This is an optimization exercise on Yosys and OpenROAD, whose aim is small area and few clock cycles, not a production implementation. Where RTL was checked, it was by simulation tests only, not by an equivalence proof against the original. The RTL of run 6 was laid out without a check of its function. No activity file was given, so power comes from the tool's default toggle rates.

<file path="design/flow/design.v">
`default_nettype none
package rpre_pkg;
  localparam logic [1:0] KIND_REQ   = 2'd0;
  localparam logic [1:0] KIND_VALID = 2'd1;
  localparam logic [1:0] KIND_FAIL  = 2'd2;
endpackage
`default_nettype wire
`default_nettype none
module register_poll_read_engine #(
  parameter int QD = 3             
) (
  input  wire         clk,
  input  wire         rst_n,
  input  wire         in_tvalid,
  output logic        in_tready,
  input  wire  [7:0]  in_tdata,
  input  wire         in_tuser,
  output logic        out_tvalid,
  input  wire         out_tready,
  output logic [39:0] out_tdata,
  output logic [1:0]  out_tuser,
  output logic        out_tlast,
  input  wire         cfg_we,
  input  wire  [2:0]  cfg_index,
  input  wire  [63:0] cfg_wdata
);
  localparam logic [1:0] KIND_REQ   = 2'd0;
  localparam logic [1:0] KIND_VALID = 2'd1;
  localparam logic [1:0] KIND_FAIL  = 2'd2;
  logic [31:0] codes_r;
  logic [63:0] alo_r, ahi_r;
  logic        codes_f, alo_f, ahi_f;
  logic [15:0] poll_r, tmo_r;
  logic [7:0]  skip_r;
  always_ff @(posedge clk) begin
    if (cfg_we && cfg_index == 3'd0) codes_r <= cfg_wdata[31:0];
    if (cfg_we && cfg_index == 3'd3) alo_r   <= cfg_wdata;
    if (cfg_we && cfg_index == 3'd4) ahi_r   <= cfg_wdata;
  end
  always_ff @(posedge clk) begin
    if (!rst_n) begin
      codes_f <= 1'b0;
      alo_f   <= 1'b0;
      ahi_f   <= 1'b0;
      poll_r  <= 16'd1000;
      tmo_r   <= 16'd50;
      skip_r  <= 8'h30;
    end else if (cfg_we) begin
      case (cfg_index)
        3'd0: codes_f <= 1'b1;
        3'd1: poll_r  <= cfg_wdata[15:0];
        3'd2: tmo_r   <= cfg_wdata[15:0];
        3'd3: alo_f   <= 1'b1;
        3'd4: ahi_f   <= 1'b1;
        3'd5: skip_r  <= cfg_wdata[7:0];
        default: ;
      endcase
    end
  end
  wire [31:0] codes = codes_r & {32{codes_f}};
  logic        wait_r;           
  logic        send_r;           
  logic        round_r;
  logic [2:0]  p_r;
  logic [2:0]  rc_r;             
  logic [15:0] c_r;              
  logic [7:0]  b0_r;             
  logic [7:0]  ns_r;             
  logic [23:0] rd_r;             
  wire [16:0] c_inc  = {1'b0, c_r} + 17'd1;
  wire [15:0] thr    = wait_r ? tmo_r : poll_r;
  wire        hit    = c_inc >= {1'b0, thr};
  wire        skip_p = skip_r[p_r];
  wire        p_wrap = p_r == 3'd7;
  wire        good   = (b0_r == codes[31:24]) && (in_tdata == ns_r);
  wire        rc5    = rc_r == 3'd5;
  logic [5:0]           q_r [0:QD-1];    
  logic [$clog2(QD+1)-1:0] qn_r;
  logic [2:0]           cnt_r;           
  logic [7:0]           acc_r;           
  wire [1:0] h_kind  = q_r[0][5:4];
  wire [2:0] h_item  = q_r[0][3:1];
  wire       h_round = q_r[0][0];
  wire       h_req   = h_kind == KIND_REQ;
  wire       h_last  = !h_req || cnt_r == 3'd6;
  wire       deliver = out_tvalid && out_tready;
  wire       pop     = deliver && h_last;
  wire       q_full  = qn_r == ($clog2(QD+1))'(QD);
  logic valid_pend;
  always_comb begin
    valid_pend = 1'b0;
    for (int i = 0; i < QD; i++)
      if (($clog2(QD+1))'(i) < qn_r && q_r[i][5:4] == KIND_VALID) valid_pend = 1'b1;
  end
  wire tick_push = hit && (wait_r || !skip_p);
  wire byte_push = wait_r && rc5;
  wire rd_block  = valid_pend && !(pop && h_kind == KIND_VALID) && wait_r && (rc_r == 3'd2 || rc_r == 3'd3 || rc_r == 3'd4);
  wire q_stall = q_full && !pop;
  assign in_tready = in_tuser ? !(rd_block || (q_stall && byte_push))
                              : !(q_stall && tick_push);
  wire accept = in_tvalid && in_tready;
  logic       push;
  logic [1:0] push_kind;
  logic       push_round;
  always_comb begin
    push       = 1'b0;
    push_kind  = KIND_REQ;
    push_round = round_r;
    if (accept) begin
      if (!wait_r) begin
        if (!in_tuser && hit && !skip_p) push = 1'b1;
      end else if (in_tuser) begin
        if (rc5 && good) begin
          push       = 1'b1;
          push_kind  = KIND_VALID;
          push_round = round_r || p_wrap;
        end
      end else if (hit) begin
        push = 1'b1;
        if (send_r) begin
          push_kind  = KIND_FAIL;
          push_round = round_r || p_wrap;
        end
      end
    end
  end
  always_ff @(posedge clk) begin
    if (!rst_n) begin
      wait_r  <= 1'b0;
      send_r  <= 1'b0;
      round_r <= 1'b0;
      p_r     <= 3'd0;
      rc_r    <= 3'd0;
      c_r     <= 16'd0;
    end else if (accept) begin
      if (!wait_r) begin
        if (!in_tuser) begin
          if (hit) begin
            c_r <= 16'd0;
            if (skip_p) begin
              p_r     <= p_r + 3'd1;
              round_r <= round_r || p_wrap;
            end else begin
              wait_r <= 1'b1;
              send_r <= 1'b0;
              rc_r   <= 3'd0;
            end
          end else begin
            c_r <= c_inc[15:0];
          end
        end
      end else if (in_tuser) begin
        if (rc5) begin
          rc_r <= 3'd0;
          if (good) begin
            p_r     <= p_r + 3'd1;
            round_r <= round_r || p_wrap;
            c_r     <= 16'd0;
            wait_r  <= 1'b0;
          end
        end else begin
          rc_r <= rc_r + 3'd1;
        end
      end else begin
        if (hit) begin
          c_r  <= 16'd0;
          rc_r <= 3'd0;
          if (!send_r) begin
            send_r <= 1'b1;
          end else begin
            send_r  <= 1'b0;
            p_r     <= p_r + 3'd1;
            round_r <= round_r || p_wrap;
            wait_r  <= 1'b0;
          end
        end else begin
          c_r <= c_inc[15:0];
        end
      end
    end
  end
  always_ff @(posedge clk) begin
    if (accept && wait_r && in_tuser && !rc5) begin
      ns_r <= ((rc_r == 3'd0) ? 8'd0 : ns_r) - in_tdata;
      if (rc_r == 3'd0) b0_r         <= in_tdata;
      if (rc_r == 3'd2) rd_r[7:0]    <= in_tdata;
      if (rc_r == 3'd3) rd_r[15:8]   <= in_tdata;
      if (rc_r == 3'd4) rd_r[23:16]  <= in_tdata;
    end
  end
  always_ff @(posedge clk) begin
    if (!rst_n) qn_r <= '0;
    else qn_r <= qn_r + ($clog2(QD+1))'(push) - ($clog2(QD+1))'(pop);
  end
  always_ff @(posedge clk) begin
    for (int i = 0; i < QD; i++) begin
      if (pop) begin
        if (push && ($clog2(QD+1))'(i + 1) == qn_r) q_r[i] <= {push_kind, p_r, push_round};
        else if (i + 1 < QD) q_r[i] <= q_r[i+1];
      end else if (push && ($clog2(QD+1))'(i) == qn_r) begin
        q_r[i] <= {push_kind, p_r, push_round};
      end
    end
  end
  wire [63:0] aword = h_item[2] ? ahi_r : alo_r;
  wire        aflag = h_item[2] ? ahi_f : alo_f;
  wire [15:0] addr  = aword[h_item[1:0]*16 +: 16] & {16{aflag}};
  logic [7:0] fbyte;
  always_comb begin
    case (cnt_r)
      3'd0:    fbyte = codes[7:0];
      3'd1:    fbyte = 8'h07;
      3'd2:    fbyte = codes[15:8];
      3'd3:    fbyte = addr[7:0];
      3'd4:    fbyte = addr[15:8];
      3'd5:    fbyte = codes[23:16];
      default: fbyte = acc_r;
    endcase
  end
  always_ff @(posedge clk) begin
    if (!rst_n) begin
      cnt_r <= 3'd0;
    end else if (deliver) begin
      cnt_r <= h_last ? 3'd0 : cnt_r + 3'd1;
    end
  end
  always_ff @(posedge clk) begin
    if (deliver) acc_r <= ((cnt_r == 3'd0) ? 8'd0 : acc_r) - fbyte;
  end
  assign out_tvalid = qn_r != '0;
  assign out_tuser  = h_kind;
  assign out_tlast  = h_last;
  assign out_tdata  = {4'd0, h_round, (h_kind == KIND_VALID) ? rd_r : 24'd0, h_item,
                       h_req ? fbyte : 8'd0};
endmodule
`default_nettype wire
</file>
<file path="design/flow/run.sh">
#!/bin/bash
# synth_recipe.tcl (not shown) runs the flow's synth.tcl, then flattens the netlist and writes it again
# the make line also repeats each setting of config.mk as NAME=value (left out here)
make -C /OpenROAD-flow-scripts/flow DESIGN_CONFIG=/design/flow/config.mk WORK_HOME=/design/flow/orfs CLKGATE_MAP_FILE= SYNTH_SCRIPT=/design/flow/synth_recipe.tcl finish
</file>
<file path="design/flow/config.mk">
export PLATFORM = sky130hd
export DESIGN_NAME = register_poll_read_engine
export DESIGN_NICKNAME = register_poll_read_engine
export VERILOG_FILES = /design/flow/design.v
export SDC_FILE = /design/flow/constraint.sdc
export NUM_CORES = 4
export LEC_CHECK = 0
export CAP_MARGIN = 20
export CORE_MARGIN = 2
export CORE_UTILIZATION = 70
export CTS_BUF_LIST = sky130_fd_sc_hd__clkbuf_4
export CTS_CLUSTER_SIZE = 30
export SLEW_MARGIN = 20
</file>
<file path="design/flow/constraint.sdc">
create_clock -name core_clock -period 8.0 [get_ports {clk}]
set_input_delay 1.6000 -clock core_clock [delete_from_list [all_inputs] [get_ports {clk}]]
set_output_delay 1.6000 -clock core_clock [all_outputs]
set_load 0.01 [all_outputs]
</file>
==> results.py, run 1 <==
metrics = {
    "critical_path": {
        "crit-reg2reg-launch": "q_r[0][3]",
        "crit_path_start": "c_r[2]",
        "path_max_fanout": 6,
        "crit_path_max_incr_delay_ps": 580,
        "crit_buf_inv": 1,
        "cp_top_family": "simple AND/OR/NAND/NOR gates",
        "cp.arrival_ps": 4140,
        "crit_type": "flop to primary output",
        "path_cells": "nand3_1 > nor2_1 > and3_1 > nand2_1 > nor2_1 > xor2_1 > ha_1 > nand4_1 > nor4_1 > o22ai_1 > and4_4 > nor3_1 > nor3_1 > clkdlybuf4s50_1",
        "cp-start-kind": "flop",
        "end_kind": "primary output",
        "worstPathRequired_ps": 6400,
        "cpMaxStageDelayCell": "clkdlybuf4s50_1",
    },
    "yosys": {
        "synthDistinctLibCells": 77,
        "yosys.area.top_type": "edfxtp_1",
        "yosys_warnings": 2,
        "netlist.area_leader.share": 0.4823,
        "synth-main-ff-cell": "edfxtp_1",
        "synth_seq_area_share": 0.5978,
        "synth-edff-count": 220,
        "synthArstFlopShare": 0,
        "synth_seq_cells": 299,
        "syn_avg_cell_area_um2": 12.60,
        "synth_cells": 1087,
        "synth_area_um2": 13700,
        "netlist_top_cells_area": "edfxtp_1 (48%), dfxtp_1 (12%), mux4_2 (5.3%)",
    },
    "timing": {
        "worst_slew_pin_slew_ps": 961.5,
        "clock.fmax_ghz": 0.1741,
        "setup_viol": 0,
        "period_needed_ps": 5744,
        "finalWorstSetupSlack_ps": 2256,
        "period_share": 0.7181,
        "rsz0062_at_grt": "false",
        "fin_hold_ws_ps": 458.9,
        "finClkSkew_ps": 62.18,
        "slew_headroom": 0.3590,
        "hold_violations": 0,
        "final.setup.tns_ps": 0,
        "maxSlewViolCount": 0,
    },
    "clock_network": {
        "cts-root-buf": "clkbuf_4",
        "postCtsSetupRepairBufs": 0,
        "clk_pin_slew_ps": 60,
        "cts_resized": 0,
        "cts_buffers": 75,
        "ctsHtreeMaxLevel": 3,
        "hold_buffers": 0,
        "cts.sinks": 299,
        "clk_path_buf_depth": 3,
        "cts_tree": "yes",
        "clkLatencyLatePin_ps": 690,
    },
    "global_route": {
        "use_met1": 0.3921,
        "grt-ovfl-total": 0,
        "grt_pass1_vias": 8635,
        "grtUsageMet2": 0.4807,
        "grt_util_all_layers": 0.2916,
        "grt_start_max_net_pins": 76,
        "top_usage_layer": "met2",
        "met3_usage": 0.05731,
        "antenna_found_initial": 1,
        "grt_pass1_wl_um": 45520,
    },
    "floorplanning": {
        "start_util": 0.7084,
        "die_y_um": 143.9,
        "rows": 51,
        "io_pins": 126,
        "die_w_um": 143.9,
        "die_area_um2": 20700,
        "coreArea_um2": 19330,
    },
    "worst_hold_path": {
        "min_from": "c_r[15]",
        "min_path_type": "flop to flop",
    },
    "placement": {
        "dpl.hpwl_um": 19990,
        "pre_cts_ws_ps": 2370,
        "port_buffers": 121,
        "place.gp.congestion": 0.8735,
        "dp.cells": 1430,
    },
    "outcome": {
        "status": "no timing/DRC/antenna violations",
    },
    "power_and_ir_drop": {
        "p_leak_nw": 5.782,
        "p_per_area_nw_per_um2": 196.7,
        "ir_worst_vdd_mv": 0.1266,
    },
    "detailed_routing": {
        "drt-initial-drc-count": 719,
        "drc": 0,
        "ant_nets": 0,
        "wl_per_cell_um": 19.10,
        "viasPerCell": 5.824,
        "drt_pass1_iterations": 7,
        "vias": 9109,
        "drt-total-wl_um": 29880,
    },
    "layout": {
        "drive_gt1_frac": 0.1549,
        "area_growth_pct": 17.34,
        "fill_cells": 1105,
        "instances_no_fill": 1564,
        "nNetsFinal": 1366,
    },
    "run": {
        "max_cap_violations": 0,
    },
}
layout by cell type, fill, tap and decap left out, types with 26 or more instances in the layout:
cell type,instances
edfxtp_1,220
nand2_1,146
clkdlybuf4s50_1,120
clkbuf_4,110
dfxtp_1,79
o21ai_0,48
nor2_1,41
ha_1,41
and2_1,37
inv_1,36
nand3_1,33
mux4_2,32
a21boi_0,32
mux2i_1,31
nor2b_1,26
cell usage after synthesis, types with 7 or more instances:
cell type / number
mux4_2: 32
or3_1: 7
nor3_1: 11
a21boi_1: 9
a22oi_1: 8
inv_1: 36
a31oi_1: 8
dfxtp_1: 79
a21boi_0: 32
and2_1: 37
o21ai_0: 48
nor2_1: 44
nand4_1: 7
buf_2: 8
a21oi_1: 15
nor2b_1: 26
mux2i_1: 31
mux2_2: 16
edfxtp_1: 220
xor2_1: 15
xnor2_1: 25
nand3_1: 33
clkbuf_1: 35
nand2b_1: 14
ha_1: 41
nand2_1: 146
cell type report:
type                            count  area, µm²  area share
Sequential cell                   299       8188      0.5095
Clock buffer                      110      825.8     0.05138
Antenna cell                        1      2.502   0.0001557
Timing Repair Buffer              130       1276     0.07941
Clock inverter                     23      156.4    0.009731
Multi-Input combinational cell    698       5149      0.3204
Inverter                           38      142.6    0.008875
Tap cell                          265      331.6     0.02063
stage by stage:
| stage | cell area (µm²) | power (mW) | utilization |
|---|---|---|---|
| floorplan | 13710 | 1.801 | - |
| global placement | 15080 | 1.876 | 0.7800 |
| detailed placement | 15080 | 1.881 | 0.7800 |
| CTS | 16060 | 3.186 | 0.8308 |
| global route | 16070 | 3.273 | 0.8312 |
| finish | 16070 | 3.161 | 0.8312 |
state kept, by name, indices dropped and copies added (netlist names), 8 cells and up:
name,cells
poll_r,16
q_r,18
tmo_r,16
c_r,16
b0_r,8
codes_r,32
ahi_r,64
alo_r,64
skip_r,8
acc_r,8
rd_r,24
ns_r,8
tightest hold or removal path: stages, from the launching register on:
cell,delay (ps)
dfxtp_1,310
nand2_1,50
a21boi_1,50
kinds of logic after synthesis:
family,synth area share
AO/OA/AOI/OAI,0.08861
buffers and inverters,0.02923
XOR/XNOR,0.02558
multiplexers,0.09336
adder cells (fa/ha/maj),0.04038
flip-flops,0.5978
other,0.0002738
AND/OR/NAND/NOR,0.1248
metal layers:
layer / share of wire / vias to the layer above
li1: - / 4337
met1: 0.41 / 4386
met2: 0.50 / 329
met3: 0.062 / 57
met4: 0.024 / 0
met5: 0 / -
path summary, 6_finish.rpt:
| check | cells past startpoint | endpoint | slack, ps |
|---|---|---|---|
| setup / recovery | 14 | in_tready | 2260 |
| hold reg to reg | 2 | c_r[15] | 460 |
| hold / removal | 2 | c_r[15] | 460 |
| setup reg to reg | 16 | acc_r[7] | 3530 |
power by group:
| group | internal, mW | switching (mW) | leakage [nW] | total (mW) |
|---|---|---|---|---|
| sequential | 1.70 | 0.0115 | 2.67 | 1.71 |
| combinational | 0.0672 | 0.0749 | 2.52 | 0.142 |
| clock | 0.700 | 0.612 | 0.594 | 1.31 |
Testbench counts, summed over its fixed seeds: cycles 31,555.
==> run 2, diff against run 1 <==
--- a/design/flow/config.mk
+++ b/design/flow/config.mk
@@ -7,7 +7,5 @@
 export LEC_CHECK = 0
 export CAP_MARGIN = 20
 export CORE_MARGIN = 2
-export CORE_UTILIZATION = 70
-export CTS_BUF_LIST = sky130_fd_sc_hd__clkbuf_4
-export CTS_CLUSTER_SIZE = 30
+export CORE_UTILIZATION = 40
 export SLEW_MARGIN = 20
==> run 2 against run 1 <==
  * Sequential share of layout area fell by 0.82 points
  * Combinational power rose by 3%
  * Largest power group unchanged
  * Worst setup slack got worse by 12 ps
  * Maximum frequency fell by 0.21%
  * Synthesized area did not move
  * Utilization fell by 35 points
  * Cell count rose by 6.6%
  * Non-clock buffer count did not move
==> results.py, run 2 <==
metrics = {
    "power_and_ir_drop": {
        "p_int_mw": 2.603,
        "seqPwrFrac": 0.516,
        "power_frac_comb": 0.044,
        "ir_worst_vdd_mv": 0.1558,
        "p_sw_mw": 0.7025,
        "p_per_area_nw_per_um2": 202.3,
        "p_leak_nw": 5.685,
        "p_sw_frac": 0.2125,
        "power.share.clock": 0.440,
    },
    "layout": {
        "final_cell_mix": "edfxtp_1 (220), nand2_1 (146), clkdlybuf4s50_1 (120)",
        "final_util": 0.4859,
        "fill_cells": 2971,
        "final_common_cell": "edfxtp_1",
        "final_area_um2": 16340,
        "reg_top3": "ahi_r: 64 flops, alo_r: 64 flops, codes_r: 32 flops",
        "multiInputGateArea_um2": 5154,
        "nNetsFinal": 1322,
        "area_growth_pct": 19.27,
        "drive_gt1_frac": 0.1033,
        "diodes": 0,
        "ff_latch_area_um2": 8188,
        "instances_no_fill": 1668,
    },
    "critical_path": {
        "crit_buf_inv": 4,
        "crit_path_max_incr_delay_ps": 520,
        "crit_type": "input port to primary output",
        "timing.rr.end": "acc_r[7]",
        "crit_path_start": "out_tready",
        "cp.arrival_ps": 4160,
        "path_cells": "clkdlybuf4s50_1 > nand2_1 > inv_2 > nand2_1 > inv_2 > or3_1 > nor3_1 > nor3_1 > clkdlybuf4s50_1",
        "crit_end": "in_tready",
        "ff2ff_path_depth": 16,
        "cp_top_family": "buffers and inverters",
        "crit-reg2reg-launch": "q_r[0][3]",
        "r2r_setup_slack_ps": 3620,
        "cpMaxStageDelayCell": "clkdlybuf4s50_1",
        "cp-start-kind": "input port",
        "path_depth": 9,
        "end_kind": "primary output",
        "worstPathRequired_ps": 6400,
        "path_max_fanout": 12,
    },
    "placement": {
        "dp.cells": 1613,
        "place_area_um2": 15320,
        "place.gp.congestion": 0.8069,
        "dpl.hpwl_um": 22030,
        "port_buffers": 121,
    },
    "yosys": {
        "synth-main-ff-cell": "edfxtp_1",
        "synth_cells": 1087,
        "synth_seq_area_share": 0.5978,
        "synth_common_cells": "edfxtp_1 (220), nand2_1 (146), dfxtp_1 (79)",
        "yosys.area.top_type": "edfxtp_1",
        "netlist_top_cells_area": "edfxtp_1 (48%), dfxtp_1 (12%), mux4_2 (5.3%)",
        "synth-edff-count": 220,
        "synth.most_common_cell": "edfxtp_1",
        "synth_area_um2": 13700,
        "yosys_warnings": 2,
        "synthArstFlopShare": 0,
        "netlist.area_leader.share": 0.4823,
        "synth_seq_cells": 299,
        "syn_avg_cell_area_um2": 12.60,
        "synthDistinctLibCells": 77,
    },
    "global_route": {
        "grt-ovfl-total": 0,
        "grt_start_max_net_pins": 76,
        "grt_util_all_layers": 0.1774,
        "antenna_found_initial": 0,
        "grt_pass1_vias": 8606,
        "grt_pass1_wl_um": 49170,
    },
    "clock_network": {
        "cts-root-buf": "clkbuf_16",
        "hold_buffers": 0,
        "cts_buffers": 31,
        "clkLatencyLatePin_ps": 580,
        "clk_pin_slew_ps": 60,
        "ctsHtreeMaxLevel": 1,
        "clk_path_buf_depth": 3,
        "postCtsSetupRepairBufs": 0,
        "cts_resized": 0,
        "cts_tree": "yes",
        "cts.sinks": 299,
    },
    "detailed_routing": {
        "drc": 0,
        "drt-total-wl_um": 32110,
        "wl_per_cell_um": 19.25,
        "ant_nets": 0,
        "drt-initial-drc-count": 679,
        "viasPerCell": 5.181,
        "vias": 8642,
        "drt_pass1_iterations": 5,
    },
    "floorplanning": {
        "start_util": 0.4075,
        "coreArea_um2": 33620,
        "die_y_um": 189.0,
        "die_area_um2": 35740,
        "rows": 67,
        "io_pins": 126,
        "die_w_um": 189.0,
    },
    "timing": {
        "fin_hold_ws_ps": 456.6,
        "setup_viol": 0,
        "clock.fmax_ghz": 0.1737,
        "maxSlewViolCount": 0,
        "finClkSkew_ps": 11.38,
        "period_needed_ps": 5757,
        "period_share": 0.7196,
        "rsz0062_at_grt": "false",
        "final.setup.tns_ps": 0,
        "worst_slew_pin_slew_ps": 1051,
        "slew_headroom": 0.2958,
        "hold_violations": 0,
    },
    "worst_hold_path": {
        "min_path_type": "flop to flop",
    },
    "run": {
        "max_cap_violations": 0,
    },
    "outcome": {
        "status": "no timing/DRC/antenna violations",
    },
}
## run 2: how the worst min path moves through the flow
stage	from	slack [ps]	endpoint	cells past startpoint
after CTS	c_r[15]	460	c_r[15]	2
after detailed placement	c_r[15]	450	c_r[15]	2
after global placement	c_r[15]	440	c_r[15]	2
after global routing	poll_r[7]	490	poll_r[7]	2
final	c_r[15]	460	c_r[15]	2
after floorplan	c_r[15]	430	c_r[15]	2
## run 2: through the flow
stage               worst slack, ps  power [mW]
floorplan                      3011       1.801
global placement               2275       1.884
detailed placement             2252       1.887
CTS                            2224       3.335
global route                   1922       3.406
finish                         2243       3.305
## run 2: worst min-delay path, delay by kind of cell, from the launching register on
family | cells | cell delay, ps
AO/OA/AOI/OAI | 1 | 50
flip-flops | 1 | 310
AND/OR/NAND/NOR | 1 | 50
## run 2: cells by family after synthesis
kind of cell | Yosys count | synth area share
and+or+nand+nor | 352 | 0.1248
DFF | 299 | 0.5978
AOI/OAI and AO/OA | 174 | 0.08861
buffers and inverters | 93 | 0.02923
muxes | 85 | 0.09336
adders and majority gates | 43 | 0.04038
xor gates and xnor gates | 40 | 0.02558
other | 1 | 0.0002738
## run 2: cell type report
type / instances / share of cell area
clock buffers: 33 / 0.04795
clock inverters: 22 / 0.01432
inverters: 38 / 0.008732
multi-input cells: 698 / 0.3155
flip-flops and latches: 299 / 0.5012
well taps: 448 / 0.03431
repair buffers: 130 / 0.07797
## run 2: power by group through the flow
stage                     logic, mW  registers [mW]  clock network [mW]
after detailed placement      0.147            1.74                   0
after global routing          0.158            1.71                1.54
after floorplan              0.0636            1.74                   0
after CTS                     0.148            1.71                1.48
after global placement        0.145            1.74                   0
final                         0.146            1.71                1.45
## run 2: per-layer routing
metal / up-vias / wire length [µm] / GRT usage
met1: 4205 / 14780 / 0.2435
li1: 4209 / - / -
met2: 191 / 15410 / 0.2997
met5: - / 0 / 0
met3: 37 / 1385 / 0.02335
met4: 0 / 536 / 0.04177
==> run 3, diff against run 2 <==
==> design/flow/flow/run.sh (new file) <==
#!/bin/bash
# Standard ORFS layout with two changes: ports are buffered with buf_1 cells (instead of
# the buffer_ports default), and CTS inserts no dummy loads.
set -euo pipefail
cd "$(dirname "$0")/.."
cat >> config.mk <<'EOM'
export BUFFER_PORTS_ARGS = -buffer_cell sky130_fd_sc_hd__buf_1
export CTS_ARGS = -sink_clustering_enable -repair_clock_nets -dont_use_dummy_load -buf_list sky130_fd_sc_hd__clkbuf_4 -sink_clustering_size 30
EOM
bash standard.sh finish > flow_make.log 2>&1
==> design/flow/standard.sh (new file) <==
#!/bin/bash
# synth_recipe.tcl (not shown) runs the flow's synth.tcl, then flattens the netlist and writes it again
# the make line also repeats each setting of config.mk as NAME=value (left out here)
make -C /OpenROAD-flow-scripts/flow DESIGN_CONFIG=/design/flow/config.mk WORK_HOME=/design/flow/orfs CLKGATE_MAP_FILE= SYNTH_SCRIPT=/design/flow/synth_recipe.tcl "${@:-finish}"
--- a/design/flow/config.mk
+++ b/design/flow/config.mk
@@ -7,5 +7,9 @@
 export LEC_CHECK = 0
 export CAP_MARGIN = 20
 export CORE_MARGIN = 2
-export CORE_UTILIZATION = 40
+export CORE_UTILIZATION = 70
+export CTS_BUF_LIST = sky130_fd_sc_hd__clkbuf_4
+export CTS_CLUSTER_SIZE = 30
 export SLEW_MARGIN = 20
+export BUFFER_PORTS_ARGS = -buffer_cell sky130_fd_sc_hd__buf_1
+export CTS_ARGS = -sink_clustering_enable -repair_clock_nets -dont_use_dummy_load -buf_list sky130_fd_sc_hd__clkbuf_4 -sink_clustering_size 30
removed: design/flow/run.sh
==> run 3 against run 2 <==
  * Via count increased by 3.6%
  * Clock skew increased by 38 ps
  * Clock-buffer cell count increased by 41
  * Highest routed layer unchanged
==> results.py, run 3 <==
metrics = {
    "power_and_ir_drop": {
        "p_leak_nw": 5.224,
        "power_mw": 2.742,
        "ir_worst_vdd_mv": 0.1156,
        "p_per_area_nw_per_um2": 184.0,
    },
    "timing": {
        "period_needed_ps": 5278,
        "final.setup.tns_ps": 0,
        "slew_headroom": 0.3472,
        "rsz0062_at_grt": "false",
        "period_share": 0.6598,
        "hold_violations": 0,
        "finClkSkew_ps": 49.47,
        "finalWorstSetupSlack_ps": 2722,
        "maxSlewViolCount": 0,
        "setup_viol": 0,
        "worst_slew_pin_slew_ps": 979.2,
        "clock.fmax_ghz": 0.1895,
    },
    "placement": {
        "port_buffers": 121,
        "pre_cts_ws_ps": 3054,
        "place.gp.congestion": 0.8522,
        "dpl.hpwl_um": 19950,
        "dp.cells": 1431,
    },
    "clock_network": {
        "cts.sinks": 299,
        "postCtsSetupRepairBufs": 0,
        "ctsHtreeMaxLevel": 3,
        "hold_buffers": 0,
        "clk_pin_slew_ps": 50,
        "cts-root-buf": "clkbuf_4",
        "cts_resized": 0,
        "clk_path_buf_depth": 3,
        "cts_buffers": 74,
        "cts_tree": "yes",
        "clkLatencyLatePin_ps": 650,
    },
    "global_route": {
        "grt-ovfl-total": 0,
        "grt_util_all_layers": 0.2847,
        "antenna_found_initial": 1,
        "grt_start_max_net_pins": 76,
        "grt_pass1_wl_um": 44760,
        "grt_pass1_vias": 8705,
    },
    "yosys": {
        "synth_cells": 1087,
        "yosys.area.top_type": "edfxtp_1",
        "synth_seq_cells": 299,
        "yosys_warnings": 2,
        "synth-edff-count": 220,
        "synthArstFlopShare": 0,
        "syn_avg_cell_area_um2": 12.60,
        "netlist.area_leader.share": 0.4823,
        "netlist_top_cells_area": "edfxtp_1 (48%), dfxtp_1 (12%), mux4_2 (5.3%)",
        "synth_common_cells": "edfxtp_1 (220), nand2_1 (146), dfxtp_1 (79)",
        "synth.most_common_cell": "edfxtp_1",
        "synth_area_um2": 13700,
        "synth_seq_area_share": 0.5978,
        "synthDistinctLibCells": 77,
        "synth-main-ff-cell": "edfxtp_1",
    },
    "critical_path": {
        "cp-start-kind": "flop",
        "worstPathRequired_ps": 6400,
        "end_kind": "primary output",
        "crit_buf_inv": 1,
        "cp.arrival_ps": 3680,
        "crit_path_max_incr_delay_ps": 400,
        "cpMaxStageDelayCell": "dfxtp_1",
        "path_cells": "nand3_1 > nor2_1 > and3_1 > nand2_1 > nor2_1 > xor2_1 > ha_1 > nand4_1 > nor4_1 > o22ai_1 > and4_4 > nor3_1 > nor3_1 > buf_1",
        "path_max_fanout": 6,
        "cp_top_family": "simple AND/OR/NAND/NOR gates",
        "crit_type": "flop to primary output",
    },
    "detailed_routing": {
        "drt_pass1_iterations": 5,
        "wl_met2_um": 14220,
        "vias": 8952,
        "drt-total-wl_um": 28830,
        "wl_per_cell_um": 19.14,
        "drt-met1-wl_um": 12410,
        "ant_nets": 0,
        "viasPerCell": 5.944,
        "drt-initial-drc-count": 559,
        "top_layer": "met4",
        "drc": 0,
        "dr_wl_met3_um": 1496,
    },
    "layout": {
        "nNetsFinal": 1366,
        "drive_gt1_frac": 0.1234,
        "fill_cells": 1312,
        "reg_top3": "ahi_r: 64 flops, alo_r: 64 flops, codes_r: 32 flops",
        "instances_no_fill": 1506,
        "final_cell_mix": "edfxtp_1 (220), nand2_1 (146), buf_1 (120)",
        "final_common_cell": "edfxtp_1",
        "area_growth_pct": 8.779,
    },
    "floorplanning": {
        "start_util": 0.7084,
        "die_w_um": 143.9,
        "die_area_um2": 20700,
        "die_y_um": 143.9,
        "rows": 51,
        "coreArea_um2": 19330,
        "io_pins": 126,
    },
    "outcome": {
        "status": "no timing/DRC/antenna violations",
    },
    "run": {
        "max_cap_violations": 0,
    },
    "worst_hold_path": {
        "min_path_type": "flop to flop",
    },
}
-- run 3: layout make-up --
| class | instances | area [µm²] | area share |
|---|---|---|---|
| Tap cell | 265 | 331.6 | 0.02225 |
| Antenna cell | 1 | 2.502 | 0.0001680 |
| Sequential cell | 299 | 8188 | 0.5495 |
| Inverter | 38 | 142.6 | 0.009573 |
| Multi-Input combinational cell | 698 | 5149 | 0.3456 |
| Timing Repair Buffer | 131 | 530.5 | 0.03561 |
| Clock buffer | 74 | 555.5 | 0.03729 |
-- run 3: final timing paths --
path                                start   endpoint  slack, ps  cells after the start
worst max register to register  q_r[0][3]   acc_r[7]       3530                     15
worst max-delay path               c_r[2]  in_tready       2720                     14
worst min-delay path              c_r[15]    c_r[15]        460                      2
worst min register to register    c_r[15]    c_r[15]        460                      2
-- run 3: logic make-up after synthesis --
logic type                 Yosys count  share of synthesized area
other                                1                  0.0002738
and+or+nand+nor                    352                     0.1248
DFF                                299                     0.5978
AOI/OAI and AO/OA                  174                    0.08861
muxes                               85                    0.09336
xor gates and xnor gates            40                    0.02558
buffers and inverters               93                    0.02923
adders and majority gates           43                    0.04038
-- run 3: per-stage QoR --
step | instance area, µm² | hold WS (ps) | util
after floorplan | 13710 | 430.8 | -
after global placement | 14340 | 439.0 | 0.7416
after detailed placement | 14340 | 452.6 | 0.7416
after CTS | 14890 | 460.1 | 0.7703
after global routing | 14900 | 491.7 | 0.7706
final | 14900 | 460.6 | 0.7706
-- run 3: per-layer routing --
| metal | vias to the layer above | track usage |
|---|---|---|
| li1 | 4297 | - |
| met1 | 4311 | 0.3807 |
| met2 | 295 | 0.4607 |
| met3 | 49 | 0.06098 |
| met4 | 0 | 0.1115 |
| met5 | - | 0 |
-- run 3: worst min-delay path, delay by kind of cell (launching register included) --
kind | cells | cell delay (ps)
compound gates | 1 | 50
flops | 1 | 300
simple gates | 1 | 60
-- run 3: report_power, final --
part / switching, mW / internal (mW) / leakage, nW
Clock: 0.498 / 0.421 / 0.340
Sequential: 0.0110 / 1.70 / 2.67
Combinational: 0.0743 / 0.0408 / 2.21
Total: 0.583 / 2.16 / 5.22
==> run 4, diff against run 3 <==
==> design/flow/flow/run.sh (replaced) <==
#!/bin/bash
# Standard ORFS layout with two changes: ports are buffered with buf_1 cells (instead of
# the buffer_ports default), and CTS inserts no dummy loads.
set -euo pipefail
cd "$(dirname "$0")/.."
cat >> config.mk <<'EOM'
export BUFFER_PORTS_ARGS = -buffer_cell sky130_fd_sc_hd__buf_1
export CTS_ARGS = -sink_clustering_enable -repair_clock_nets -dont_use_dummy_load -buf_list sky130_fd_sc_hd__clkbuf_8 -sink_clustering_size 20 -sink_clustering_max_diameter 80
EOM
bash standard.sh finish > flow_make.log 2>&1
--- a/design/flow/config.mk
+++ b/design/flow/config.mk
@@ -12,4 +12,4 @@
 export CTS_CLUSTER_SIZE = 30
 export SLEW_MARGIN = 20
 export BUFFER_PORTS_ARGS = -buffer_cell sky130_fd_sc_hd__buf_1
-export CTS_ARGS = -sink_clustering_enable -repair_clock_nets -dont_use_dummy_load -buf_list sky130_fd_sc_hd__clkbuf_4 -sink_clustering_size 30
+export CTS_ARGS = -sink_clustering_enable -repair_clock_nets -dont_use_dummy_load -buf_list sky130_fd_sc_hd__clkbuf_8 -sink_clustering_size 20 -sink_clustering_max_diameter 80
==> run 4 against run 3 <==
  * Power decreased by 11%
  * Die area stayed put
  * Via count shrank 3.5%
  * Worst setup slack improved by 93 ps
  * Sequential share of layout area grew 1.2 points
  * Cell count decreased by 3.8%
  * Still clean on timing, DRC and antenna
  * Non-clock buffer count is the same
  * Critical path depth did not move
==> results.py, run 4 <==
metrics = {
    "outcome": {
        "status": "no timing/DRC/antenna violations",
    },
    "yosys": {
        "yosys_warnings": 2,
        "netlist_top_cells_area": "edfxtp_1 (48%), dfxtp_1 (12%), mux4_2 (5.3%)",
        "synth-edff-count": 220,
        "synthDistinctLibCells": 77,
        "synth-main-ff-cell": "edfxtp_1",
        "syn_avg_cell_area_um2": 12.60,
        "synth_seq_area_share": 0.5978,
        "synth_common_cells": "edfxtp_1 (220), nand2_1 (146), dfxtp_1 (79)",
        "synth_cells": 1087,
        "synth_seq_cells": 299,
        "synthArstFlopShare": 0,
        "yosys.area.top_type": "edfxtp_1",
        "synth_area_um2": 13700,
        "netlist.area_leader.share": 0.4823,
        "synth.most_common_cell": "edfxtp_1",
    },
    "layout": {
        "nNetsFinal": 1310,
        "drive_gt1_frac": 0.08193,
        "multiInputGateArea_um2": 5149,
        "final_common_cell": "edfxtp_1",
        "reg_top3": "ahi_r: 64 flops, alo_r: 64 flops, codes_r: 32 flops",
        "diodes": 0,
        "area_growth_pct": 6.513,
        "fill_cells": 1312,
        "instances_no_fill": 1449,
        "final_area_um2": 14590,
        "final_util": 0.7545,
        "final_cell_mix": "edfxtp_1 (220), nand2_1 (146), buf_1 (120)",
        "ff_latch_area_um2": 8188,
    },
    "critical_path": {
        "cp.arrival_ps": 3590,
        "crit_buf_inv": 1,
        "crit_type": "flop to primary output",
        "path_max_fanout": 6,
        "cp-start-kind": "flop",
        "cp_top_family": "simple AND/OR/NAND/NOR gates",
        "end_kind": "primary output",
        "cpMaxStageDelayCell": "dfxtp_1",
        "crit_path_max_incr_delay_ps": 430,
        "worstPathRequired_ps": 6400,
        "path_cells": "nand3_1 > nor2_1 > and3_1 > nand2_1 > nor2_1 > xor2_1 > ha_1 > nand4_1 > nor4_1 > o22ai_1 > and4_4 > nor3_1 > nor3_1 > buf_1",
    },
    "global_route": {
        "grt_pass1_vias": 8291,
        "grt_util_all_layers": 0.2749,
        "grt_start_max_net_pins": 76,
        "grt-ovfl-total": 0,
        "antenna_found_initial": 0,
        "grt_pass1_wl_um": 43790,
    },
    "power_and_ir_drop": {
        "p_leak_nw": 5.013,
        "ir_worst_vdd_mv": 0.1492,
        "p_per_area_nw_per_um2": 168.2,
        "power_mw": 2.453,
    },
    "timing": {
        "hold_violations": 0,
        "finClkSkew_ps": 25.79,
        "fin_hold_ws_ps": 465.8,
        "final.setup.tns_ps": 0,
        "period_share": 0.6482,
        "setup_viol": 0,
        "worst_slew_pin_slew_ps": 989.6,
        "period_needed_ps": 5185,
        "finalWorstSetupSlack_ps": 2815,
        "clock.fmax_ghz": 0.1929,
        "slew_headroom": 0.3403,
        "rsz0062_at_grt": "false",
        "maxSlewViolCount": 0,
    },
    "detailed_routing": {
        "wl_per_cell_um": 19.58,
        "drt-initial-drc-count": 698,
        "drt-total-wl_um": 28370,
        "drc": 0,
        "ant_nets": 0,
        "vias": 8643,
        "viasPerCell": 5.965,
        "drt_pass1_iterations": 4,
    },
    "placement": {
        "dpl.hpwl_um": 19950,
        "pre_cts_ws_ps": 3054,
        "port_buffers": 121,
        "dp.cells": 1431,
        "place_area_um2": 14340,
        "place.gp.congestion": 0.8522,
    },
    "clock_network": {
        "cts_resized": 0,
        "clkLatencyLatePin_ps": 530,
        "ctsHtreeMaxLevel": 1,
        "cts_buffers": 18,
        "hold_buffers": 0,
        "cts.sinks": 299,
        "cts-root-buf": "clkbuf_8",
        "clk_path_buf_depth": 3,
        "postCtsSetupRepairBufs": 0,
        "clk_pin_slew_ps": 120,
        "cts_tree": "yes",
    },
    "floorplanning": {
        "io_pins": 126,
        "start_util": 0.7084,
        "die_w_um": 143.9,
        "coreArea_um2": 19330,
        "die_area_um2": 20700,
        "die_y_um": 143.9,
        "rows": 51,
    },
    "run": {
        "max_cap_violations": 0,
    },
    "worst_hold_path": {
        "min_path_type": "flop to flop",
    },
}
-- run 4: cell counts after synthesis --
Identical to the previous run, type by type.
-- run 4: cell type report --
class                           instances  share of cell area
Tap cell                              265             0.02273
Inverter                               38            0.009777
Clock buffer                           18             0.01698
Timing Repair Buffer                  131             0.03636
Sequential cell                       299              0.5612
Multi-Input combinational cell        698              0.3529
-- run 4: report_power, final --
group	switching (mW)	internal [mW]	leakage (nW)
Combinational	0.0743	0.0408	2.21
Clock	0.428	0.205	0.129
Sequential	0.0110	1.69	2.67
-- run 4: worst register-to-register path, stage by stage, from the launching register on --
cell and delay, ps:
edfxtp_1 340, buf_4 560, mux4_2 640, mux2_2 300
nand2_1 70, o21ai_0 90, a221o_1 380, o21ai_0 220
ha_1 320, nor2b_1 120, o21ai_0 260, a21boi_0 180
o21ai_0 200, nand2b_1 110, a21o_1 190, a21oi_1 230
xnor2_1 110
-- run 4: logic make-up after synthesis --
group / share of synthesized area
AND/OR/NAND/NOR: 0.1248
AO/OA/AOI/OAI: 0.08861
flip-flops: 0.5978
multiplexers: 0.09336
adder cells (fa/ha/maj): 0.04038
other: 0.0002738
buffers and inverters: 0.02923
XOR/XNOR: 0.02558
-- run 4: layer usage --
metal  GRT usage  part of all wire  wire length [µm]  vias to the layer above
li1            -                 -                 -                     4145
met1      0.3836              0.43             12290                     4204
met2      0.4579              0.49             13920                      249
met3     0.03332             0.051              1444                       45
met4     0.08411             0.026               726                        0
met5           0                 0                 0                        -
-- run 4: path summary, 6_finish.rpt --
kind              slack, ps  depth (start not counted)      start        end
setup / recovery       2810                         14     c_r[2]  in_tready
hold / removal          470                          2    c_r[15]    c_r[15]
setup reg to reg       3420                         16  q_r[0][3]   acc_r[7]
hold reg to reg         470                          2    c_r[15]    c_r[15]
==> run 5, diff against run 4 <==
--- a/design/flow/design.v
+++ b/design/flow/design.v
@@ -57,7 +57,6 @@
       endcase
     end
   end
-  wire [31:0] codes = codes_r & {32{codes_f}};
   logic        wait_r;           
   logic        send_r;           
   logic        round_r;
@@ -72,7 +71,7 @@
   wire        hit    = c_inc >= {1'b0, thr};
   wire        skip_p = skip_r[p_r];
   wire        p_wrap = p_r == 3'd7;
-  wire        good   = (b0_r == codes[31:24]) && (in_tdata == ns_r);
+  wire        good   = (b0_r == (codes_r[31:24] & {8{codes_f}})) && (in_tdata == ns_r);
   wire        rc5    = rc_r == 3'd5;
   logic [5:0]           q_r [0:QD-1];    
   logic [$clog2(QD+1)-1:0] qn_r;
@@ -204,19 +203,21 @@
   end
   wire [63:0] aword = h_item[2] ? ahi_r : alo_r;
   wire        aflag = h_item[2] ? ahi_f : alo_f;
-  wire [15:0] addr  = aword[h_item[1:0]*16 +: 16] & {16{aflag}};
-  logic [7:0] fbyte;
+  wire [15:0] addr  = aword[h_item[1:0]*16 +: 16];
+  logic [7:0] fraw;
+  logic       fok;
   always_comb begin
     case (cnt_r)
-      3'd0:    fbyte = codes[7:0];
-      3'd1:    fbyte = 8'h07;
-      3'd2:    fbyte = codes[15:8];
-      3'd3:    fbyte = addr[7:0];
-      3'd4:    fbyte = addr[15:8];
-      3'd5:    fbyte = codes[23:16];
-      default: fbyte = acc_r;
+      3'd0:    begin fraw = codes_r[7:0];   fok = codes_f; end
+      3'd1:    begin fraw = 8'h07;          fok = 1'b1;    end
+      3'd2:    begin fraw = codes_r[15:8];  fok = codes_f; end
+      3'd3:    begin fraw = addr[7:0];      fok = aflag;   end
+      3'd4:    begin fraw = addr[15:8];     fok = aflag;   end
+      3'd5:    begin fraw = codes_r[23:16]; fok = codes_f; end
+      default: begin fraw = acc_r;          fok = 1'b1;    end
     endcase
   end
+  wire [7:0] fbyte = fraw & {8{fok}};
   always_ff @(posedge clk) begin
     if (!rst_n) begin
       cnt_r <= 3'd0;
==> design/flow/flow/run.sh (replaced) <==
#!/bin/bash
# Standard ORFS layout (the standard.sh) with two changes: every port is still buffered,
# but with buf_1 cells instead of buffer_ports' default choice, and CTS builds its tree from
# clkbuf_16 cells on sink clusters of up to 30 registers, without dummy loads.
set -euo pipefail
cd "$(dirname "$0")/.."
cat >> config.mk <<'EOM'
export BUFFER_PORTS_ARGS = -buffer_cell sky130_fd_sc_hd__buf_1
export CTS_ARGS = -sink_clustering_enable -repair_clock_nets -dont_use_dummy_load -buf_list sky130_fd_sc_hd__clkbuf_16 -sink_clustering_size 30 -sink_clustering_max_diameter 100
EOM
bash standard.sh finish > flow_make.log 2>&1
==> design/flow/config.mk (replaced) <==
export PLATFORM = sky130hd
export DESIGN_NAME = register_poll_read_engine
export DESIGN_NICKNAME = register_poll_read_engine
export VERILOG_FILES = /design/flow/design.v
export SDC_FILE = /design/flow/constraint.sdc
export NUM_CORES = 4
export LEC_CHECK = 0
export CAP_MARGIN = 20
export CORE_MARGIN = 2
export CORE_UTILIZATION = 80
export SLEW_MARGIN = 20
export BUFFER_PORTS_ARGS = -buffer_cell sky130_fd_sc_hd__buf_1
export CTS_ARGS = -sink_clustering_enable -repair_clock_nets -dont_use_dummy_load -buf_list sky130_fd_sc_hd__clkbuf_16 -sink_clustering_size 30 -sink_clustering_max_diameter 100
==> run 5 against run 4 <==
  * Cell count fell by 5.7%
  * Combinational power rose by 7%
  * Synthesized cell count fell by 3.5%
  * Sequential share of layout area rose by 0.058 points
  * Global-route usage rose by 11 points
  * Cell area fell by 0.10%
  * Die area fell by 13%
  * Wire length rose by 20%
  * First-iteration DRC count rose by 100%
  * Critical endpoint unchanged
  * Largest cell class unchanged
  * Largest power group unchanged
==> results.py, run 5 <==
metrics = {
    "yosys": {
        "synthDistinctLibCells": 88,
        "yosys.area.top_type": "edfxtp_1",
        "netlist_top_cells_area": "edfxtp_1 (48%), dfxtp_1 (12%), mux4_2 (5.3%)",
        "synth_area_um2": 13620,
        "synth.most_common_cell": "edfxtp_1",
        "synth_common_cells": "edfxtp_1 (220), nand2_1 (131), dfxtp_1 (79)",
        "yosys_warnings": 2,
        "synth_seq_area_share": 0.6010,
        "synth_cells": 1049,
        "syn_avg_cell_area_um2": 12.99,
        "synth-main-ff-cell": "edfxtp_1",
        "synth_seq_cells": 299,
        "synth-edff-count": 220,
        "netlist.area_leader.share": 0.4849,
        "synthArstFlopShare": 0,
    },
    "timing": {
        "final.setup.tns_ps": 0,
        "rsz0062_at_grt": "false",
        "period_share": 0.6879,
        "worst_slew_pin_slew_ps": 1189,
        "maxSlewViolCount": 0,
        "hold_violations": 0,
        "fin_hold_ws_ps": 463.2,
        "period_needed_ps": 5503,
        "clock.fmax_ghz": 0.1817,
        "finClkSkew_ps": 36.28,
        "finalWorstSetupSlack_ps": 2497,
        "setup_viol": 0,
        "slew_headroom": 0.2057,
    },
    "critical_path": {
        "cp.arrival_ps": 3900,
        "end_kind": "primary output",
        "cp-start-kind": "flop",
        "path_max_fanout": 6,
        "crit-reg2reg-launch": "q_r[0][3]",
        "worstPathRequired_ps": 6400,
        "crit_type": "flop to primary output",
        "ff2ff_path_depth": 15,
        "timing.rr.end": "acc_r[7]",
        "r2r_setup_slack_ps": 3030,
    },
    "floorplanning": {
        "rows": 47,
        "start_util": 0.8186,
        "coreArea_um2": 16640,
        "die_w_um": 134.5,
        "io_pins": 126,
        "die_y_um": 134.5,
        "die_area_um2": 18090,
    },
    "clock_network": {
        "postCtsSetupRepairBufs": 0,
        "cts_tree": "yes",
        "clk_pin_slew_ps": 110,
        "ctsHtreeMaxLevel": 1,
        "cts_resized": 0,
        "cts_buffers": 13,
        "cts.sinks": 299,
        "hold_buffers": 0,
        "clk_path_buf_depth": 3,
        "cts-root-buf": "clkbuf_16",
        "clkLatencyLatePin_ps": 510,
    },
    "global_route": {
        "grt_util_all_layers": 0.3842,
        "grt_pass1_wl_um": 52360,
        "grt-ovfl-total": 0,
        "grt_pass1_vias": 9264,
        "grt_start_max_net_pins": 66,
        "antenna_found_initial": 0,
    },
    "detailed_routing": {
        "drt_pass1_iterations": 7,
        "viasPerCell": 6.916,
        "vias": 9447,
        "drt-initial-drc-count": 1398,
        "ant_nets": 0,
        "drc": 0,
        "wl_per_cell_um": 24.83,
        "drt-total-wl_um": 33910,
    },
    "layout": {
        "final_cell_mix": "edfxtp_1 (220), nand2_1 (131), buf_1 (121)",
        "fill_cells": 727,
        "area_growth_pct": 6.980,
        "reg_top3": "ahi_r: 64 flops, alo_r: 64 flops, codes_r: 32 flops",
        "drive_gt1_frac": 0.1012,
        "nNetsFinal": 1272,
        "final_common_cell": "edfxtp_1",
        "diodes": 0,
    },
    "worst_hold_path": {
        "holdPathStages": 2,
        "min_from": "poll_r[11]",
        "min_to": "poll_r[11]",
        "min_path_type": "flop to flop",
    },
    "power_and_ir_drop": {
        "ir_worst_vdd_mv": 0.1499,
        "p_leak_nw": 5.041,
        "p_per_area_nw_per_um2": 176.4,
    },
    "placement": {
        "port_buffers": 121,
        "pre_cts_ws_ps": 3072,
        "place.gp.congestion": 0.9811,
        "dpl.hpwl_um": 21930,
    },
    "outcome": {
        "status": "no timing/DRC/antenna violations",
    },
    "run": {
        "max_cap_violations": 0,
    },
}
run 5: cell types whose count changed in the layout (fill, tap and decap cells not counted), sizes merged, moves of 14 or more:
cell and delta:
nand3 -14, a22o +14, a21boi -39, o21ai -25, nand2 -14, a21oi +52
run 5: worst max-delay path, stage by stage (launching register included):
cell and delay, ps:
dfxtp_1 460, and4_1 240, and2_4 170, nand2_1 60, or3_1 400, nor2_1 160, xor2_1 220, ha_1 280
nand4_1 110, nor2_1 80, and3_1 160, o31ai_2 480, a211oi_4 180, nor3_1 230, buf_1 180
run 5: layer usage:
layer	wire, µm	track usage	vias to the layer above
met5	0	0	-
met3	3825	0.06719	162
met1	11760	0.4991	4480
met4	1998	0.1912	0
li1	-	-	4075
met2	16330	0.6358	730
run 5: worst max-delay path by stage:
stage                       from         to  slack [ps]  depth (start not counted)
final                     c_r[2]  in_tready        2500                         14
after floorplan           cfg_we   alo_r[0]         990                          2
after global placement    c_r[2]  in_tready        3200                         14
after global routing      c_r[0]  in_tready        2230                         13
after detailed placement  c_r[2]  in_tready        3070                         14
after CTS                 c_r[2]  in_tready        2540                         14
run 5: cells by family after synthesis:
group                      Yosys count  share of synthesized area
AOI/OAI and AO/OA                  176                    0.09359
other                                1                  0.0002753
muxes                               85                    0.09414
buffers and inverters               86                    0.02755
and+or+nand+nor                    321                     0.1184
adders and majority gates           43                    0.04060
DFF                                299                     0.6010
xor gates and xnor gates            38                    0.02443
run 5: metrics by stage:
stage	instances	area, µm²	util	total power [mW]
6_report	1366	14570	0.8757	2.571
5_1_grt	1366	14570	0.8757	2.617
4_1_cts	1366	14570	0.8753	2.556
3_5_place_dp	1353	14240	0.8558	1.858
3_3_place_gp	1353	14240	0.8558	1.849
2_1_floorplan	1052	13640	-	1.803
run 5: cell type report:
| cell class | instances | area [µm²] | share of cell area |
|---|---|---|---|
| flip-flops and latches | 299 | 8188 | 0.5618 |
| multi-input cells | 667 | 5110 | 0.3506 |
| repair buffers | 134 | 551.8 | 0.03786 |
| clock buffers | 13 | 325.3 | 0.02232 |
| well taps | 220 | 275.3 | 0.01889 |
| inverters | 33 | 123.9 | 0.008499 |
run 5: power breakdown:
group	internal, mW	total (mW)	switching, mW
clock network	0.296	0.739	0.443
logic	0.0410	0.123	0.0817
registers	1.69	1.71	0.0152
total	2.03	2.57	0.539
Testbench counts of run 5, summed over its fixed seeds: cycles 31,555.
==> run 6, diff against run 5 <==
--- a/design/flow/design.v
+++ b/design/flow/design.v
@@ -7,7 +7,7 @@
 `default_nettype wire
 `default_nettype none
 module register_poll_read_engine #(
-  parameter int QD = 3             
+  parameter int QD = 2             
 ) (
   input  wire         clk,
   input  wire         rst_n,
==> design/flow/flow/run.sh (replaced) <==
#!/bin/bash
# Standard ORFS layout (the standard.sh) with two changes: every port is still buffered,
# but with buf_1 cells instead of buffer_ports' default choice, and CTS builds its tree from
# clkbuf_8 cells on sink clusters of up to 16 registers, without dummy loads.
set -euo pipefail
cd "$(dirname "$0")/.."
cat >> config.mk <<'EOM'
export BUFFER_PORTS_ARGS = -buffer_cell sky130_fd_sc_hd__buf_1
export CTS_ARGS = -sink_clustering_enable -repair_clock_nets -dont_use_dummy_load -buf_list sky130_fd_sc_hd__clkbuf_8 -sink_clustering_size 16 -sink_clustering_max_diameter 80
EOM
bash standard.sh finish > flow_make.log 2>&1
==> design/flow/config.mk (replaced) <==
export PLATFORM = sky130hd
export DESIGN_NAME = register_poll_read_engine
export DESIGN_NICKNAME = register_poll_read_engine
export VERILOG_FILES = /design/flow/design.v
export SDC_FILE = /design/flow/constraint.sdc
export NUM_CORES = 4
export LEC_CHECK = 0
export CAP_MARGIN = 20
export CORE_MARGIN = 2
export CORE_UTILIZATION = 70
export SLEW_MARGIN = 20
export BUFFER_PORTS_ARGS = -buffer_cell sky130_fd_sc_hd__buf_1
export CTS_ARGS = -sink_clustering_enable -repair_clock_nets -dont_use_dummy_load -buf_list sky130_fd_sc_hd__clkbuf_8 -sink_clustering_size 16 -sink_clustering_max_diameter 80
==> run 6 against run 5 <==
  * Cell area is 2.1% lower
  * Utilization is 11 points lower
  * Cell count is 1.2% higher
  * Clock skew is 7.9 ps higher
  * Critical path depth is 1 lower
  * Global-route usage is 11 points lower
  * Wire length is 18% lower
  * Synthesized cell count is 0.29% higher
  * Critical path type unchanged
  * Largest cell class unchanged
  * Highest routed layer unchanged
==> results.py, run 6 <==
metrics = {
    "floorplanning": {
        "io_pins": 126,
        "start_util": 0.7146,
        "die_area_um2": 20220,
        "die_y_um": 142.2,
        "die_w_um": 142.2,
        "coreArea_um2": 18710,
        "rows": 50,
    },
    "power_and_ir_drop": {
        "seqPwrFrac": 0.679,
        "p_per_area_nw_per_um2": 172.9,
        "p_sw_frac": 0.2099,
        "power_frac_comb": 0.045,
        "p_leak_nw": 4.918,
        "p_sw_mw": 0.5179,
        "power.share.clock": 0.276,
        "p_int_mw": 1.950,
        "ir_worst_vdd_mv": 0.1338,
        "power_mw": 2.468,
    },
    "clock_network": {
        "cts_tree": "yes",
        "clkLatencyLatePin_ps": 540,
        "clk_path_buf_depth": 3,
        "postCtsSetupRepairBufs": 0,
        "cts.sinks": 293,
        "ctsHtreeMaxLevel": 1,
        "cts_buffers": 22,
        "cts-root-buf": "clkbuf_8",
        "hold_buffers": 0,
        "clk_pin_slew_ps": 110,
        "cts_resized": 0,
    },
    "layout": {
        "final_cell_mix": "edfxtp_1 (220), nand2_1 (134), buf_1 (120)",
        "diodes": 0,
        "fill_cells": 1222,
        "final_util": 0.7630,
        "area_growth_pct": 6.777,
        "final_common_cell": "edfxtp_1",
        "multiInputGateArea_um2": 4966,
        "drive_gt1_frac": 0.08449,
        "reg_top3": "ahi_r: 64 flops, alo_r: 64 flops, codes_r: 32 flops",
        "nNetsFinal": 1273,
        "ff_latch_area_um2": 8068,
    },
    "yosys": {
        "yosys.area.top_type": "edfxtp_1",
        "synth_seq_cells": 293,
        "syn_avg_cell_area_um2": 12.71,
        "netlist.area_leader.share": 0.4942,
        "synthArstFlopShare": 0,
        "synth-main-ff-cell": "edfxtp_1",
        "yosys_warnings": 2,
        "synth-edff-count": 220,
        "netlist_top_cells_area": "edfxtp_1 (49%), dfxtp_1 (11%), mux4_2 (5.4%)",
        "synth_cells": 1052,
        "synth_seq_area_share": 0.6036,
        "synth_area_um2": 13370,
        "synth_common_cells": "edfxtp_1 (220), nand2_1 (134), dfxtp_1 (73)",
        "synth.most_common_cell": "edfxtp_1",
        "synthDistinctLibCells": 70,
    },
    "global_route": {
        "grt_pass1_vias": 8268,
        "grt_pass1_wl_um": 43240,
        "grt_start_max_net_pins": 66,
        "grt_util_all_layers": 0.2752,
        "grt-ovfl-total": 0,
        "antenna_found_initial": 0,
    },
    "critical_path": {
        "crit_path_max_incr_delay_ps": 530,
        "end_kind": "primary output",
        "crit_end": "in_tready",
        "crit_path_start": "c_r[0]",
        "worstPathRequired_ps": 6400,
        "path_cells": "ha_1 > nand3_1 > inv_1 > nand3_1 > nor3_1 > xor2_1 > ha_1 > a21o_1 > a21o_1 > a211oi_1 > a31oi_1 > a22oi_1 > buf_1",
        "ff2ff_path_depth": 15,
        "timing.rr.end": "acc_r[7]",
        "cpMaxStageDelayCell": "a211oi_1",
        "r2r_setup_slack_ps": 3210,
        "cp.arrival_ps": 3970,
        "crit-reg2reg-launch": "cnt_r[2]",
        "cp-start-kind": "flop",
        "path_max_fanout": 5,
        "crit_type": "flop to primary output",
    },
    "detailed_routing": {
        "drt-total-wl_um": 27760,
        "drc": 0,
        "ant_nets": 0,
        "drt_pass1_iterations": 7,
        "wl_per_cell_um": 20.09,
        "vias": 8549,
        "drt-initial-drc-count": 618,
        "viasPerCell": 6.186,
    },
    "timing": {
        "final.setup.tns_ps": 0,
        "setup_viol": 0,
        "period_share": 0.6963,
        "clock.fmax_ghz": 0.1795,
        "hold_violations": 0,
        "worst_slew_pin_slew_ps": 1056,
        "rsz0062_at_grt": "false",
        "slew_headroom": 0.2939,
        "maxSlewViolCount": 0,
        "finClkSkew_ps": 44.21,
        "period_needed_ps": 5570,
    },
    "worst_hold_path": {
        "min_path_type": "flop to flop",
        "min_from": "round_r",
    },
    "run": {
        "max_cap_violations": 0,
    },
    "placement": {
        "place.gp.congestion": 0.9064,
        "dpl.hpwl_um": 19080,
        "port_buffers": 121,
    },
    "outcome": {
        "status": "no timing/DRC/antenna violations",
    },
}
==> run 6: changes by cell type after synthesis, moves of 6 or more <==
cell | previous run | this run
nor2_1 | 55 | 46
mux2_2 | 20 | 4
clkbuf_1 | 32 | 38
a22o_1 | 16 | 2
o21ai_0 | 23 | 37
nand4_1 | 5 | 12
a31oi_1 | 4 | 11
dfxtp_1 | 79 | 73
nand3_1 | 18 | 28
mux2_4 | 0 | 8
==> run 6: cell families after synthesis <==
group / synth area share
adder cells (fa/ha/maj): 0.04044
flip-flops: 0.6036
other: 0.0002806
multiplexers: 0.08996
buffers and inverters: 0.02808
XOR/XNOR: 0.02687
AO/OA/AOI/OAI: 0.09239
AND/OR/NAND/NOR: 0.1184
==> run 6: how the worst min path moves through the flow <==
stage	to	slack (ps)	cells past startpoint
after floorplan	round_r	420	2
after global placement	round_r	430	2
after detailed placement	round_r	440	2
after CTS	round_r	460	2
after global routing	round_r	470	2
final	round_r	450	2
==> run 6: final cells by class <==
class / count / share of cell area
multi-input combinational: 672 / 0.3479
inverter: 30 / 0.007890
clock buffer: 22 / 0.02122
sequential: 293 / 0.5653
tap: 234 / 0.02051
timing repair buffer: 131 / 0.03717
==> run 6: stage by stage <==
step                      worst slack, ps  cells  hold WS (ps)  instance area (µm²)
after floorplan                      3011   1055         421.9                13380
after global placement               3081   1360         429.9                13960
after CTS                            2426   1382         455.9                14270
after detailed placement             3021   1360         439.2                13970
after global routing                 2071   1382         472.1                14270
final                                2430   1382         453.9                14270
==> run 6: layer usage <==
| metal | part of all wire | vias up | global-route usage |
|---|---|---|---|
| li1 | - | 4085 | - |
| met1 | 0.43 | 4176 | 0.3917 |
| met2 | 0.49 | 243 | 0.4577 |
| met3 | 0.056 | 45 | 0.03096 |
| met4 | 0.023 | 0 | 0.07684 |
| met5 | 0 | - | 0 |
==> run 6: power by group through the flow <==
stage | Combinational, mW | Clock, mW | Sequential (mW)
floorplan | 0.0617 | 0 | 1.71
global placement | 0.108 | 0 | 1.71
detailed placement | 0.111 | 0 | 1.71
CTS | 0.111 | 0.692 | 1.68
global route | 0.123 | 0.740 | 1.68
finish | 0.111 | 0.681 | 1.68
==> run 6: critical path: cells and delay by family, from the launching register on <==
family	cells	cell delay [ps]
AOI/OAI and AO/OA	5	1330
xor gates and xnor gates	1	220
adders and majority gates	2	510
buffers and inverters	2	310
DFF	1	420
and+or+nand+nor	3	660
==> run 7, diff against run 6 <==
--- a/design/flow/design.v
+++ b/design/flow/design.v
@@ -7,7 +7,7 @@
 `default_nettype wire
 `default_nettype none
 module register_poll_read_engine #(
-  parameter int QD = 2             
+  parameter int QD = 3             
 ) (
   input  wire         clk,
   input  wire         rst_n,
==> run 7 against run 6 <==
  * Still clean on timing, DRC and antenna
  * Hold slack gained 8.2 ps
  * Clock skew shrank 22 ps
  * Combinational power grew 5%
  * Critical path depth grew 1
  * Clock-buffer cell count is the same
  * Via count grew 1.7%
  * Die area grew 1.9%
  * Cell area grew 2.4%
  * Highest routed layer unchanged
==> results.py, run 7 <==
metrics = {
    "layout": {
        "ff_latch_area_um2": 8188,
        "diodes": 0,
        "nNetsFinal": 1283,
        "final_util": 0.7587,
        "fill_cells": 1280,
        "final_common_cell": "edfxtp_1",
        "multiInputGateArea_um2": 5109,
        "final_area_um2": 14620,
        "instances_no_fill": 1422,
        "final_cell_mix": "edfxtp_1 (220), nand2_1 (131), buf_1 (121)",
        "reg_top3": "ahi_r: 64 flops, alo_r: 64 flops, codes_r: 32 flops",
        "drive_gt1_frac": 0.1098,
        "area_growth_pct": 7.329,
    },
    "clock_network": {
        "cts_buffers": 22,
        "clk_pin_slew_ps": 100,
        "clk_path_buf_depth": 3,
        "cts_resized": 0,
        "clkLatencyLatePin_ps": 540,
        "cts-root-buf": "clkbuf_8",
        "cts.sinks": 299,
        "cts_tree": "yes",
        "ctsHtreeMaxLevel": 1,
        "hold_buffers": 0,
        "postCtsSetupRepairBufs": 0,
    },
    "floorplanning": {
        "start_util": 0.7069,
        "coreArea_um2": 19270,
        "die_area_um2": 20590,
        "die_w_um": 143.5,
        "io_pins": 126,
        "die_y_um": 143.5,
        "rows": 51,
    },
    "power_and_ir_drop": {
        "p_per_area_nw_per_um2": 171.9,
        "ir_worst_vdd_mv": 0.1676,
        "p_leak_nw": 5.050,
    },
    "placement": {
        "place_area_um2": 14320,
        "port_buffers": 121,
        "place.gp.congestion": 0.8791,
        "dpl.hpwl_um": 20460,
        "dp.cells": 1400,
    },
    "timing": {
        "period_needed_ps": 5404,
        "worst_slew_pin_slew_ps": 1100,
        "period_share": 0.6755,
        "fin_hold_ws_ps": 462.1,
        "finClkSkew_ps": 22.44,
        "hold_violations": 0,
        "maxSlewViolCount": 0,
        "final.setup.tns_ps": 0,
        "rsz0062_at_grt": "false",
        "setup_viol": 0,
        "clock.fmax_ghz": 0.1850,
        "slew_headroom": 0.2630,
    },
    "critical_path": {
        "timing.rr.end": "acc_r[7]",
        "crit-reg2reg-launch": "q_r[0][3]",
        "worstPathRequired_ps": 6400,
        "cp.arrival_ps": 3800,
        "r2r_setup_slack_ps": 3590,
        "ff2ff_path_depth": 15,
        "crit_type": "flop to primary output",
        "cp-start-kind": "flop",
        "end_kind": "primary output",
        "path_max_fanout": 6,
    },
    "yosys": {
        "netlist.area_leader.share": 0.4849,
        "yosys.area.top_type": "edfxtp_1",
        "syn_avg_cell_area_um2": 12.99,
        "synth_common_cells": "edfxtp_1 (220), nand2_1 (131), dfxtp_1 (79)",
        "netlist_top_cells_area": "edfxtp_1 (48%), dfxtp_1 (12%), mux4_2 (5.3%)",
        "synth_seq_area_share": 0.6010,
        "synth_area_um2": 13620,
        "synthArstFlopShare": 0,
        "synth-main-ff-cell": "edfxtp_1",
        "synth_seq_cells": 299,
        "synth_cells": 1049,
        "synthDistinctLibCells": 88,
        "synth-edff-count": 220,
        "yosys_warnings": 2,
        "synth.most_common_cell": "edfxtp_1",
    },
    "detailed_routing": {
        "viasPerCell": 6.113,
        "drc": 0,
        "drt_pass1_iterations": 5,
        "vias": 8692,
        "ant_nets": 0,
        "drt-initial-drc-count": 745,
        "drt-total-wl_um": 29440,
        "wl_per_cell_um": 20.70,
    },
    "global_route": {
        "grt_util_all_layers": 0.2847,
        "grt_start_max_net_pins": 66,
        "grt_pass1_wl_um": 44790,
        "antenna_found_initial": 0,
        "grt_pass1_vias": 8285,
        "grt-ovfl-total": 0,
    },
    "run": {
        "max_cap_violations": 0,
    },
    "outcome": {
        "status": "no timing/DRC/antenna violations",
    },
    "worst_hold_path": {
        "min_from": "skip_r[7]",
        "holdPathStages": 2,
        "min_path_type": "flop to flop",
        "min_to": "skip_r[7]",
    },
}
[run 7: worst max-delay path by stage]
stage | to | cells past startpoint | from
floorplan | alo_r[0] | 2 | cfg_we
global placement | in_tready | 14 | c_r[2]
detailed placement | in_tready | 14 | c_r[2]
CTS | in_tready | 14 | c_r[2]
global route | in_tready | 14 | c_r[2]
finish | in_tready | 14 | c_r[2]
[run 7: final cells by class]
| class | count | share of cell area |
|---|---|---|
| flip-flops and latches | 299 | 0.5600 |
| multi-input cells | 667 | 0.3494 |
| repair buffers | 136 | 0.03876 |
| well taps | 265 | 0.02268 |
| clock buffers | 22 | 0.02071 |
| inverters | 33 | 0.008472 |
[run 7: kinds of logic (layout without fill, tap and decap cells)]
family	Yosys count	in the layout	synth area share
compound gates	176	176	0.09359
buf+inv	86	191	0.02755
xor+xnor	38	38	0.02443
fa+ha+maj	43	43	0.04060
mux	85	85	0.09414
flops	299	299	0.6010
simple gates	321	321	0.1184
other cells	1	4	0.0002753
[run 7: routing by layer]
metal | wire (µm) | GRT usage | vias to the layer above
met3 | 1832 | 0.03699 | 53
met5 | 0 | 0 | -
li1 | - | - | 4087
met2 | 14280 | 0.4679 | 278
met1 | 12520 | 0.4066 | 4274
met4 | 807 | 0.07637 | 0
[run 7: stage by stage]
step | power (mW) | setup WS [ps]
floorplan | 1.803 | 989.8
global placement | 1.852 | 3196
CTS | 2.526 | 2572
finish | 2.513 | 2596
detailed placement | 1.858 | 3157
global route | 2.585 | 2321
[run 7: worst max-delay path, cell delays in order, from the launching register on]
cell	delay (ps)
dfxtp_1	450
and4_1	240
and2_4	170
nand2_1	60
or3_1	410
nor2_1	160
xor2_1	220
ha_1	270
nand4_1	110
nor2_1	80
and3_1	160
o31ai_2	420
a211oi_4	170
nor3_1	150
buf_1	180
[run 7: report_power, final]
group | internal (mW) | switching [mW]
Sequential | 1.69 | 0.0118
Clock | 0.247 | 0.443
Combinational | 0.0409 | 0.0761
Total | 1.98 | 0.531
Testbench counts of run 7, summed over its fixed seeds: cycles 31,555.

==> port drivers added, routing unchanged <==
In the flow no input, the clock included, has a driving cell. The finished layouts below were timed again as built, in two steps.
Step 1 assumes that a clkbuf_16 drives the clock port and a buf_2 every other input.
Step 2 moves the port delays by t, midway between the first and last clock arrival at a register: inputs arrive t later, outputs are due t later. That takes back most of the time a late clock gives input paths.
a / b / c = ideal / step 1 / step 2; a / b = the first two.
run	shift t [ns]	setup slack, ns	slew at the worst register clock pin (ns)
run 1	0.709	2.256 / 2.211 / 2.335	0.08 / 0.08
run 2	0.621	2.243 / 2.211 / 2.219	0.06 / 0.06
run 3	0.664	2.722 / 2.680 / 3.015	0.07 / 0.07
run 4	0.558	2.815 / 2.773 / 3.028	0.12 / 0.12
run 5	0.538	2.497 / 2.450 / 2.989	0.12 / 0.12
run 6	0.554	2.430 / 2.390 / 2.944	0.11 / 0.11
run 7	0.575	2.596 / 2.552 / 3.127	0.10 / 0.10
After both steps setup and hold are still met in every run listed. The setup slack of run 2, which loses most, moves by -0.032 ns with the drivers and by -0.024 ns with both steps.
